This is an optimization exercise on Yosys and OpenROAD, whose aim is a short achievable clock period and few clock cycles, not a production implementation.
Only simulation tests tie the RTL to the original design; equivalence was not proved.

==> inputs of maple <==
Design micro_riscv_top, start of the top module:
module micro_riscv_top (
  input  logic        clk_i,
  input  logic        reset_i,
  output logic [31:0] instr_addr_o,
  input  logic [31:0] instr_rdata_i,
  output logic [31:0] data_addr_o,
  input  logic [31:0] data_rdata_i,
  output logic [31:0] data_wdata_o,
  output logic        data_re_o,
  output logic        data_we_o,
  output logic        finish_o
);
clock: 8.0 ns
lec_check: 0
cap_margin: 20
cell_pad_in_sites_detail_placement: 1
cell_pad_in_sites_global_placement: 2
core_margin: 2
core_utilization: 25
setup_slack_margin: 5
slew_margin: 20
synth_hierarchical: 1
run.sh (not shown) runs the stock make flow with config.mk's settings and CLKGATE_MAP_FILE= SYNTH_SCRIPT=/design/flow/synth_recipe.tcl, a recipe that flattens the netlist after the stock synthesis.
==> inputs of indigo, as changes to maple <==
--- a/flow/design.v
+++ b/flow/design.v
@@ -79,11 +79,10 @@
 module g_mux2  (input logic s, a1, a0, output logic y);                          assign y = s ? a1 : a0;             endmodule
 module g_o21a  (input logic a1, a2, b1, output logic y);                         assign y = (a1 | a2) & b1;          endmodule
 module g_o31a  (input logic a1, a2, a3, b1, output logic y);                     assign y = (a1 | a2 | a3) & b1;     endmodule
 module g_and3  (input logic a, b, c, output logic y);                            assign y = a & b & c;               endmodule
 module g_and4  (input logic a, b, c, d, output logic y);                         assign y = a & b & c & d;           endmodule
-module g_mux2i (input logic s, a1, a0, output logic y);                          assign y = ~(s ? a1 : a0);          endmodule
 `timescale 1ns/10ps
 module rf_slice #(
   parameter int W = 8
 ) (
   input  logic [31*W-1:0] regs_i,
@@ -227,54 +226,50 @@
   g_nand3 u_ssa (.a(xs[0]), .b(xs[1]), .c(xs[2]), .y(sa_n));
   g_nand2 u_ssb (.a(xs[3]), .b(xs[4]), .y(sb_n));
   g_nor2  u_ssm (.a(sa_n), .b(sb_n), .y(same));
   g_xnor2 u_leq (.a(ir_i[14]), .b(ir_i[12]), .y(l_eq));
   g_nor2  u_lne (.a(ir_i[14]), .b(ni[12]), .y(l_ne));
-  logic n3130, n2928, n2726, n2511, n1008, o4_n, f1a_n, f1b_n, f0, fe_n, fn_n, fp;
-  g_nor2  u_n31 (.a(ir_i[31]), .b(ir_i[30]), .y(n3130));
-  g_nor2  u_n29 (.a(ir_i[29]), .b(ir_i[28]), .y(n2928));
-  g_nor2  u_n27 (.a(ir_i[27]), .b(ir_i[26]), .y(n2726));
-  g_nor2  u_n25 (.a(ir_i[25]), .b(ir_i[11]), .y(n2511));
-  g_nor2  u_n10 (.a(ir_i[10]), .b(ir_i[8]), .y(n1008));
-  g_nand3 u_o4  (.a(n2511), .b(n1008), .c(ir_i[9]), .y(o4_n));
-  g_nand3 u_f1a (.a(bra), .b(n3130), .c(n2928), .y(f1a_n));
-  g_nand4 u_f1b (.a(n2726), .b(ni[7]), .c(o4_n), .d(pn3_i), .y(f1b_n));
-  g_nor2  u_f0  (.a(f1a_n), .b(f1b_n), .y(f0));
+  logic fz1, fz2, o4a, o4_n, f1_n, f0, fe_n, fn_n, fe, fn, fp;
+  g_nor4  u_fz1 (.a(ir_i[31]), .b(ir_i[30]), .c(ir_i[29]), .d(ir_i[28]), .y(fz1));
+  g_nor3  u_fz2 (.a(ir_i[27]), .b(ir_i[26]), .c(ir_i[7]), .y(fz2));
+  g_nor4  u_o4a (.a(ir_i[25]), .b(ir_i[11]), .c(ir_i[10]), .d(ir_i[8]), .y(o4a));
+  g_nand2 u_o4  (.a(o4a), .b(ir_i[9]), .y(o4_n));
+  logic pg_fn;
+  g_nand2 u_pgf (.a(o4_n), .b(pn3_i), .y(pg_fn));
+  g_nand3 u_f1  (.a(bra), .b(fz1), .c(fz2), .y(f1_n));
+  g_nor2  u_f0  (.a(f1_n), .b(pg_fn), .y(f0));
   g_nand2 u_fen (.a(f0), .b(l_eq), .y(fe_n));
   g_nand2 u_fnn (.a(f0), .b(l_ne), .y(fn_n));
-  g_mux2i u_fp  (.s(same), .a1(fe_n), .a0(fn_n), .y(fp));
+  g_inv   u_fe  (.a(fe_n), .y(fe));
+  g_inv   u_fn  (.a(fn_n), .y(fn));
+  g_mux2  u_fp  (.s(same), .a1(fe), .a0(fn), .y(fp));
   logic bk;
   g_nor3  u_bk  (.a(nb1), .b(nb2), .c(bp_n), .y(bk));
   g_nor2  u_gbr (.a(bk), .b(fp), .y(gobr_n));
-  logic [3:0] jo_n;
+  logic [3:0] jo_n, jz;
   g_nand4 u_jo0 (.a(ir_i[31]), .b(ir_i[30]), .c(ir_i[29]), .d(ir_i[28]), .y(jo_n[0]));
   g_nand4 u_jo1 (.a(ir_i[27]), .b(ir_i[26]), .c(ir_i[20]), .d(ir_i[19]), .y(jo_n[1]));
   g_nand4 u_jo2 (.a(ir_i[18]), .b(ir_i[17]), .c(ir_i[16]), .d(ir_i[15]), .y(jo_n[2]));
   g_nand3 u_jo3 (.a(ir_i[14]), .b(ir_i[13]), .c(ir_i[12]), .y(jo_n[3]));
-  logic [7:0] jp;
-  g_nor2  u_jp0 (.a(ir_i[31]), .b(ir_i[30]), .y(jp[0]));
-  g_nor2  u_jp1 (.a(ir_i[29]), .b(ir_i[28]), .y(jp[1]));
-  g_nor2  u_jp2 (.a(ir_i[27]), .b(ir_i[26]), .y(jp[2]));
-  g_nor2  u_jp3 (.a(ir_i[20]), .b(ir_i[19]), .y(jp[3]));
-  g_nor2  u_jp4 (.a(ir_i[18]), .b(ir_i[17]), .y(jp[4]));
-  g_nor2  u_jp5 (.a(ir_i[16]), .b(ir_i[15]), .y(jp[5]));
-  g_nor2  u_jp6 (.a(ir_i[14]), .b(ir_i[13]), .y(jp[6]));
-  assign jp[7] = ni[12];
-  logic za_n, zb_n;
-  g_nand4 u_za  (.a(jp[0]), .b(jp[1]), .c(jp[2]), .d(jp[3]), .y(za_n));
-  g_nand4 u_zb  (.a(jp[4]), .b(jp[5]), .c(jp[6]), .d(jp[7]), .y(zb_n));
-  logic w4a, w4b, w4_n;
-  g_nor2  u_w4a (.a(ir_i[25]), .b(ir_i[24]), .y(w4a));
-  g_nor2  u_w4b (.a(ir_i[23]), .b(ir_i[21]), .y(w4b));
-  g_nand3 u_w4  (.a(w4a), .b(w4b), .c(ir_i[22]), .y(w4_n));
-  logic jo01, jo23, oneok, q2a_n, zok, gojal_n;
+  g_nor4  u_jz0 (.a(ir_i[31]), .b(ir_i[30]), .c(ir_i[29]), .d(ir_i[28]), .y(jz[0]));
+  g_nor4  u_jz1 (.a(ir_i[27]), .b(ir_i[26]), .c(ir_i[20]), .d(ir_i[19]), .y(jz[1]));
+  g_nor4  u_jz2 (.a(ir_i[18]), .b(ir_i[17]), .c(ir_i[16]), .d(ir_i[15]), .y(jz[2]));
+  g_nor3  u_jz3 (.a(ir_i[14]), .b(ir_i[13]), .c(ir_i[12]), .y(jz[3]));
+  logic w4a, w4_n;
+  g_nor4  u_w4a (.a(ir_i[25]), .b(ir_i[24]), .c(ir_i[23]), .d(ir_i[21]), .y(w4a));
+  g_nand2 u_w4  (.a(w4a), .b(ir_i[22]), .y(w4_n));
+  logic jo01, jo23, q1, jz01_n, jz23_n, q2a_n, zok, jnear, jl, gojal_n;
   g_nor2  u_q01 (.a(jo_n[0]), .b(jo_n[1]), .y(jo01));
   g_nor2  u_q23 (.a(jo_n[2]), .b(jo_n[3]), .y(jo23));
-  g_and3  u_q1  (.a(jo01), .b(jo23), .c(pnz_i), .y(oneok));
+  g_nand3 u_q1  (.a(jo01), .b(jo23), .c(pnz_i), .y(q1));
+  g_nand2 u_z01 (.a(jz[0]), .b(jz[1]), .y(jz01_n));
+  g_nand2 u_z23 (.a(jz[2]), .b(jz[3]), .y(jz23_n));
   g_nand2 u_z4  (.a(pn3_i), .b(w4_n), .y(q2a_n));
-  g_nor3  u_zok (.a(za_n), .b(zb_n), .c(q2a_n), .y(zok));
-  g_a22oi u_gjl (.a1(is_jal), .a2(oneok), .b1(is_jal), .b2(zok), .y(gojal_n));
+  g_nor3  u_zok (.a(jz01_n), .b(jz23_n), .c(q2a_n), .y(zok));
+  g_inv   u_q2  (.a(zok), .y(jnear));
+  g_nand2 u_jn  (.a(q1), .b(jnear), .y(jl));
+  g_nand2 u_gjl (.a(is_jal), .b(jl), .y(gojal_n));
   g_nor2  u_sh  (.a(st_n), .b(m_redir_i), .y(s_hold_o));
   g_nor2  u_sj  (.a(gojal_n), .b(m_redir_i), .y(s_jal_o));
   g_nor3  u_sb  (.a(gobr_n), .b(st), .c(m_redir_i), .y(s_br_o));
   g_nor2  u_sr  (.a(gojr_n), .b(m_redir_i), .y(s_jr_o));
   logic all_n;
==> inputs of garnet, as changes to maple <==
--- a/flow/design.v
+++ b/flow/design.v
@@ -665,10 +665,33 @@
       g_a22oi u_a (.a1(s_i[2*p]), .a2(d_i[(2*p)*W + b]), .b1(s_i[2*p+1]), .b2(d_i[(2*p+1)*W + b]), .y(t[p]));
     end
     g_nand3 u_n (.a(t[0]), .b(t[1]), .c(t[2]), .y(y_o[b]));
   end
 endmodule
+module op_slice #(
+  parameter int W = 8
+) (
+  input  logic [W-1:0]   rf_i,
+  input  logic           reg_i,
+  input  logic [7*W-1:0] res_i,
+  input  logic [6:0]     res_s_i,
+  input  logic           res_en_i,
+  input  logic [W-1:0]   wb_i,
+  input  logic           wb_en_i,
+  input  logic [W-1:0]   ex_i,
+  input  logic           ex_en_i,
+  output logic [W-1:0]   y_o
+);
+  logic [6:0]   s;
+  logic [W-1:0] o;
+  assign s = {7{res_en_i}} & res_s_i;
+  always_comb begin
+    o = ({W{wb_en_i}} & wb_i) | ({W{ex_en_i}} & ex_i);
+    for (int k = 0; k < 7; k++) o = o | ({W{s[k]}} & res_i[k*W +: W]);
+  end
+  assign y_o = reg_i ? rf_i : o;
+endmodule
 `timescale 1ns/10ps
 module micro_riscv_top (
   input  logic        clk_i,
   input  logic        reset_i,
   output logic [31:0] instr_addr_o,
@@ -775,19 +798,23 @@
   logic [6:0]      res_s;
   assign res_d = {x_link, r_and, r_or, r_xor, dif, adr, sum};
   assign res_s = {x_s_lnk, x_s_and, x_s_or, x_s_xor, x_s_sub, x_s_addi, x_s_add};
   logic [31:0] res;
   ao_sel #(.N(7)) u_res (.d_i(res_d), .s_i(res_s), .or_i(32'd0), .y_o(res));
-  logic [31:0] a_n, b_n, a_o, b_o;
-  ao_sel #(.N(9)) u_a_o (.d_i({pc_f, wb_data, res_d}),
-                         .s_i({is_jal, a_wb, {7{a_res}} & res_s}),
-                         .or_i(32'd0), .y_o(a_o));
-  ao_sel #(.N(8)) u_b_o (.d_i({wb_data, res_d}),
-                         .s_i({b_wb, {7{b_res}} & res_s}),
-                         .or_i(32'd0), .y_o(b_o));
-  mux2w #(.W(32)) u_a_n (.s_i(a_reg), .a_i(rf_a), .b_i(a_o), .y_o(a_n));
-  mux2w #(.W(32)) u_b_n (.s_i(b_reg), .a_i(rf_b), .b_i(b_o), .y_o(b_n));
+  logic [31:0] a_n, b_n;
+  for (genvar g = 0; g < 4; g++) begin : g_op
+    logic [55:0] rd8;
+    for (genvar k = 0; k < 7; k++) begin : g_k
+      assign rd8[k*8 +: 8] = res_d[k*32 + g*8 +: 8];
+    end
+    op_slice #(.W(8)) u_a (.rf_i(rf_a[g*8 +: 8]), .reg_i(a_reg), .res_i(rd8), .res_s_i(res_s), .res_en_i(a_res),
+                           .wb_i(wb_data[g*8 +: 8]), .wb_en_i(a_wb), .ex_i(pc_f[g*8 +: 8]), .ex_en_i(is_jal),
+                           .y_o(a_n[g*8 +: 8]));
+    op_slice #(.W(8)) u_b (.rf_i(rf_b[g*8 +: 8]), .reg_i(b_reg), .res_i(rd8), .res_s_i(res_s), .res_en_i(b_res),
+                           .wb_i(wb_data[g*8 +: 8]), .wb_en_i(b_wb), .ex_i(8'd0), .ex_en_i(1'b0),
+                           .y_o(b_n[g*8 +: 8]));
+  end
   logic [11:0] xt_lo;
   logic        xt_c;
   logic [19:0] xt_hi;
   logic [31:0] x_alt;
   ks_add_g #(.W(12), .CIN(0)) u_xt_lo (.a_i(x_pcl), .b_i(x_bimm), .sum_o(xt_lo), .cout_o(xt_c));
@@ -816,19 +843,19 @@
   x_enter u_xn (.sx_n_i(x_sxk), .e_n_i(x_en), .st_n_i(f_st_n), .writes_i(writes), .is_ld_i(is_ld),
                 .is_lnk_i((is_jal || is_jalr) && (rd != 5'd0)),
                 .is_dm1_i(is_addi && (rs1 == rd) && (rd != 5'd0) && (ir[31:20] == 12'hfff)),
                 .valid_o(xv_n), .wen_o(xw_n), .ld_o(xl_n), .lnk_o(xk_n), .dm1_o(xd_n));
   logic [31:0] pc_p, pc_n;
-  for (genvar g = 0; g < 2; g++) begin : g_pcs
+  for (genvar g = 0; g < 4; g++) begin : g_pcs
     logic s_hold, s_jal, s_br, s_jr, s_inc, st, st_n, go;
     f_ctl u_pcsel (.ir_i(ir), .x_rd_i(x_rd), .k_i(k_ld), .lnk_i(k_lnk), .m_redir_i(m_redir || reset_i), .k1_i(k1), .k2_i(k2),
                    .pnz_i(pnz), .pn3_i(pn3), .p5_i(pc_f[5]), .lnz_i(lnz), .ln3_i(ln3),
                    .s_hold_o(s_hold), .s_jal_o(s_jal), .s_br_o(s_br), .s_jr_o(s_jr), .s_inc_o(s_inc),
                    .stall_o(st), .stall_n_o(st_n), .go_o(go));
-    ao6_g #(.W(16)) u_pc_p (.d_i({pc_f[g*16 +: 16], m_tgt[g*16 +: 16], t_jal[g*16 +: 16], t_br[g*16 +: 16],
-                                   t_jr[g*16 +: 16], pc_inc[g*16 +: 16]}),
-                             .s_i({s_hold, m_redir, s_jal, s_br, s_jr, s_inc}), .y_o(pc_p[g*16 +: 16]));
+    ao6_g #(.W(8)) u_pc_p (.d_i({pc_f[g*8 +: 8], m_tgt[g*8 +: 8], t_jal[g*8 +: 8], t_br[g*8 +: 8],
+                                 t_jr[g*8 +: 8], pc_inc[g*8 +: 8]}),
+                           .s_i({s_hold, m_redir, s_jal, s_br, s_jr, s_inc}), .y_o(pc_p[g*8 +: 8]));
   end
   for (genvar g = 0; g < 4; g++) begin : g_pcx
     mux2w #(.W(8)) u_pc_n  (.s_i(sx_n[g]), .a_i(pc_p[g*8 +: 8]),  .b_i(x_alt[g*8 +: 8]), .y_o(pc_n[g*8 +: 8]));
   end
   logic [31:1] wsel_n;
==> inputs of harbor, as changes to maple <==
--- a/flow/design.v
+++ b/flow/design.v
@@ -101,24 +101,26 @@
                  .y(lo_n[j]));
   end
   for (genvar j = 0; j < 4; j++) begin : g_hi
     g_nand2 u_n (.a(j[0] ? idx_i[3] : ni[3]), .b(j[1] ? idx_i[4] : ni[4]), .y(hi_n[j]));
   end
-  logic [31:0] sel;
-  assign sel[0] = 1'b0;
-  for (genvar k = 1; k < 32; k++) begin : g_sel
-    g_nor2 u_s (.a(lo_n[k % 8]), .b(hi_n[k / 8]), .y(sel[k]));
+  logic [31:0] sel [2];
+  for (genvar h = 0; h < 2; h++) begin : g_h
+    assign sel[h][0] = 1'b0;
+    for (genvar k = 1; k < 32; k++) begin : g_sel
+      g_nor2 u_s (.a(lo_n[k % 8]), .b(hi_n[k / 8]), .y(sel[h][k]));
+    end
   end
   for (genvar b = 0; b < W; b++) begin : g_bit
     logic [31:0] r;
     assign r[0] = 1'b0;
     for (genvar k = 1; k < 32; k++) begin : g_r
       assign r[k] = regs_i[(k-1)*W + b];
     end
     logic [15:0] t;
     for (genvar p = 0; p < 16; p++) begin : g_t
-      g_a22oi u_a (.a1(sel[2*p]), .a2(r[2*p]), .b1(sel[2*p+1]), .b2(r[2*p+1]), .y(t[p]));
+      g_a22oi u_a (.a1(sel[b / (W/2)][2*p]), .a2(r[2*p]), .b1(sel[b / (W/2)][2*p+1]), .b2(r[2*p+1]), .y(t[p]));
     end
     logic [3:0] u;
     for (genvar q = 0; q < 4; q++) begin : g_u
       g_nand4 u_n (.a(t[4*q]), .b(t[4*q+1]), .c(t[4*q+2]), .d(t[4*q+3]), .y(u[q]));
     end
@@ -665,10 +667,33 @@
       g_a22oi u_a (.a1(s_i[2*p]), .a2(d_i[(2*p)*W + b]), .b1(s_i[2*p+1]), .b2(d_i[(2*p+1)*W + b]), .y(t[p]));
     end
     g_nand3 u_n (.a(t[0]), .b(t[1]), .c(t[2]), .y(y_o[b]));
   end
 endmodule
+module op_slice #(
+  parameter int W = 8
+) (
+  input  logic [W-1:0]   rf_i,
+  input  logic           reg_i,
+  input  logic [7*W-1:0] res_i,
+  input  logic [6:0]     res_s_i,
+  input  logic           res_en_i,
+  input  logic [W-1:0]   wb_i,
+  input  logic           wb_en_i,
+  input  logic [W-1:0]   ex_i,
+  input  logic           ex_en_i,
+  output logic [W-1:0]   y_o
+);
+  logic [6:0]   s;
+  logic [W-1:0] o;
+  assign s = {7{res_en_i}} & res_s_i;
+  always_comb begin
+    o = ({W{wb_en_i}} & wb_i) | ({W{ex_en_i}} & ex_i);
+    for (int k = 0; k < 7; k++) o = o | ({W{s[k]}} & res_i[k*W +: W]);
+  end
+  assign y_o = reg_i ? rf_i : o;
+endmodule
 `timescale 1ns/10ps
 module micro_riscv_top (
   input  logic        clk_i,
   input  logic        reset_i,
   output logic [31:0] instr_addr_o,
@@ -775,19 +800,23 @@
   logic [6:0]      res_s;
   assign res_d = {x_link, r_and, r_or, r_xor, dif, adr, sum};
   assign res_s = {x_s_lnk, x_s_and, x_s_or, x_s_xor, x_s_sub, x_s_addi, x_s_add};
   logic [31:0] res;
   ao_sel #(.N(7)) u_res (.d_i(res_d), .s_i(res_s), .or_i(32'd0), .y_o(res));
-  logic [31:0] a_n, b_n, a_o, b_o;
-  ao_sel #(.N(9)) u_a_o (.d_i({pc_f, wb_data, res_d}),
-                         .s_i({is_jal, a_wb, {7{a_res}} & res_s}),
-                         .or_i(32'd0), .y_o(a_o));
-  ao_sel #(.N(8)) u_b_o (.d_i({wb_data, res_d}),
-                         .s_i({b_wb, {7{b_res}} & res_s}),
-                         .or_i(32'd0), .y_o(b_o));
-  mux2w #(.W(32)) u_a_n (.s_i(a_reg), .a_i(rf_a), .b_i(a_o), .y_o(a_n));
-  mux2w #(.W(32)) u_b_n (.s_i(b_reg), .a_i(rf_b), .b_i(b_o), .y_o(b_n));
+  logic [31:0] a_n, b_n;
+  for (genvar g = 0; g < 4; g++) begin : g_op
+    logic [55:0] rd8;
+    for (genvar k = 0; k < 7; k++) begin : g_k
+      assign rd8[k*8 +: 8] = res_d[k*32 + g*8 +: 8];
+    end
+    op_slice #(.W(8)) u_a (.rf_i(rf_a[g*8 +: 8]), .reg_i(a_reg), .res_i(rd8), .res_s_i(res_s), .res_en_i(a_res),
+                           .wb_i(wb_data[g*8 +: 8]), .wb_en_i(a_wb), .ex_i(pc_f[g*8 +: 8]), .ex_en_i(is_jal),
+                           .y_o(a_n[g*8 +: 8]));
+    op_slice #(.W(8)) u_b (.rf_i(rf_b[g*8 +: 8]), .reg_i(b_reg), .res_i(rd8), .res_s_i(res_s), .res_en_i(b_res),
+                           .wb_i(wb_data[g*8 +: 8]), .wb_en_i(b_wb), .ex_i(8'd0), .ex_en_i(1'b0),
+                           .y_o(b_n[g*8 +: 8]));
+  end
   logic [11:0] xt_lo;
   logic        xt_c;
   logic [19:0] xt_hi;
   logic [31:0] x_alt;
   ks_add_g #(.W(12), .CIN(0)) u_xt_lo (.a_i(x_pcl), .b_i(x_bimm), .sum_o(xt_lo), .cout_o(xt_c));
==> flow_summary_export.csv <==
group,metric,value,unit
run_status,status,"no timing/DRC/antenna violations",
routing,wl_met1,197,mm
layout,antenna_cells,28,
yosys,ys_warn_count,26,
yosys,synthCells,9365,
global_route,grt_max_degree,165,
setup_path,rr_startpoint,"x_a[5]",
floorplanning,dieArea,356000,sq um
sta,whs,425,ps
placement,dp_cells,14249,
clock_network,insertion_delay,920,ps
layout,nets,10204,
Source of the figures above: maple

==> flow_summary_export.csv <==
group,metric,value,unit
clock_network,insertion_delay,910,ps
yosys,ys_warn_count,28,
layout,antenna_cells,3,
layout,clkbuf_count,251,
routing,wl_met1,198,mm
layout,nets,10396,
floorplanning,die_x,596,um
run_status,status,"no timing/DRC/antenna violations",
yosys,synthCells,9654,
sta,whs,465,ps
floorplanning,dieArea,355000,sq um
global_route,grt_max_degree,160,
Source of the figures above: harbor

==> flow_summary_export.csv <==
group,metric,value,unit
run_status,status,"no timing/DRC/antenna violations",
clock_network,tritoncts,"yes",
yosys,ys_warn_count,26,
layout,antenna_cells,42,
routing,drtIter0Drc,6149,
layout,nets,10210,
routing,final_antenna_net_count,0,
floorplanning,dieArea,357000,sq um
yosys,synthCells,9359,
global_route,grt_max_degree,167,
routing,wl_met1,195,mm
layout,final_area,109000,sq um
setup_path,rr_startpoint,"x_a[11]",
placement,dp_cells,14237,
clock_network,post-cts-setup-buffers,106,
sta,slew_headroom,21.1,%
sta,period_minus_slack,3280,ps
Source of the figures above: indigo

==> flow_summary_export.csv <==
group,metric,value,unit
floorplanning,dieArea,357000,sq um
yosys,synthCells,9644,
sta,whs,426,ps
placement,dp_cells,14470,
routing,wl_met1,190,mm
layout,nets,10406,
layout,antenna_cells,15,
yosys,ys_warn_count,25,
run_status,status,"no timing/DRC/antenna violations",
setup_path,rr_startpoint,"pc_f[3]",
global_route,grt_max_degree,149,
Source of the figures above: garnet

Testbench counts of maple, summed over its fixed seeds: cycles 66,291.
Testbench counts of indigo, summed over its fixed seeds: cycles 66,291.
Testbench counts of garnet, summed over its fixed seeds: cycles 66,291.
Testbench counts of harbor, summed over its fixed seeds: cycles 66,291.

re-timing with driven ports:
The flow's constraints put no driver on any port. The routed layouts listed below were extracted and timed again, unchanged, in two steps.
Step 1 assumes that a clkbuf_16 drives the clock port and a buf_2 every other input.
Step 2, shift: input delay + t, output delay - t, t = (earliest + latest rising clock arrival at the registers) / 2. This alone moves slack from input paths to output paths.
a / b / c = ideal / step 1 / step 2; a / b = the first two.
run | t, ns | setup WS [ns] | worst setup path at the end | worst data-port slew with drivers (ns) | pins driven straight from the clock port
maple | 0.997 | 4.819 / 4.610 / 3.613 | input to register | 0.43 | 1
indigo | 1.009 | 4.721 / 4.480 / 3.471 | input to register | 0.43 | 1
garnet | 0.960 | 4.924 / 4.719 / 3.760 | input to register | 0.39 | 1
harbor | 0.980 | 4.798 / 4.599 / 3.618 | input to register | 0.43 | 1
After both steps setup and hold are still met in every run listed. The setup slack of indigo, which loses most, moves by -0.241 ns with the drivers and by -1.250 ns with both steps.
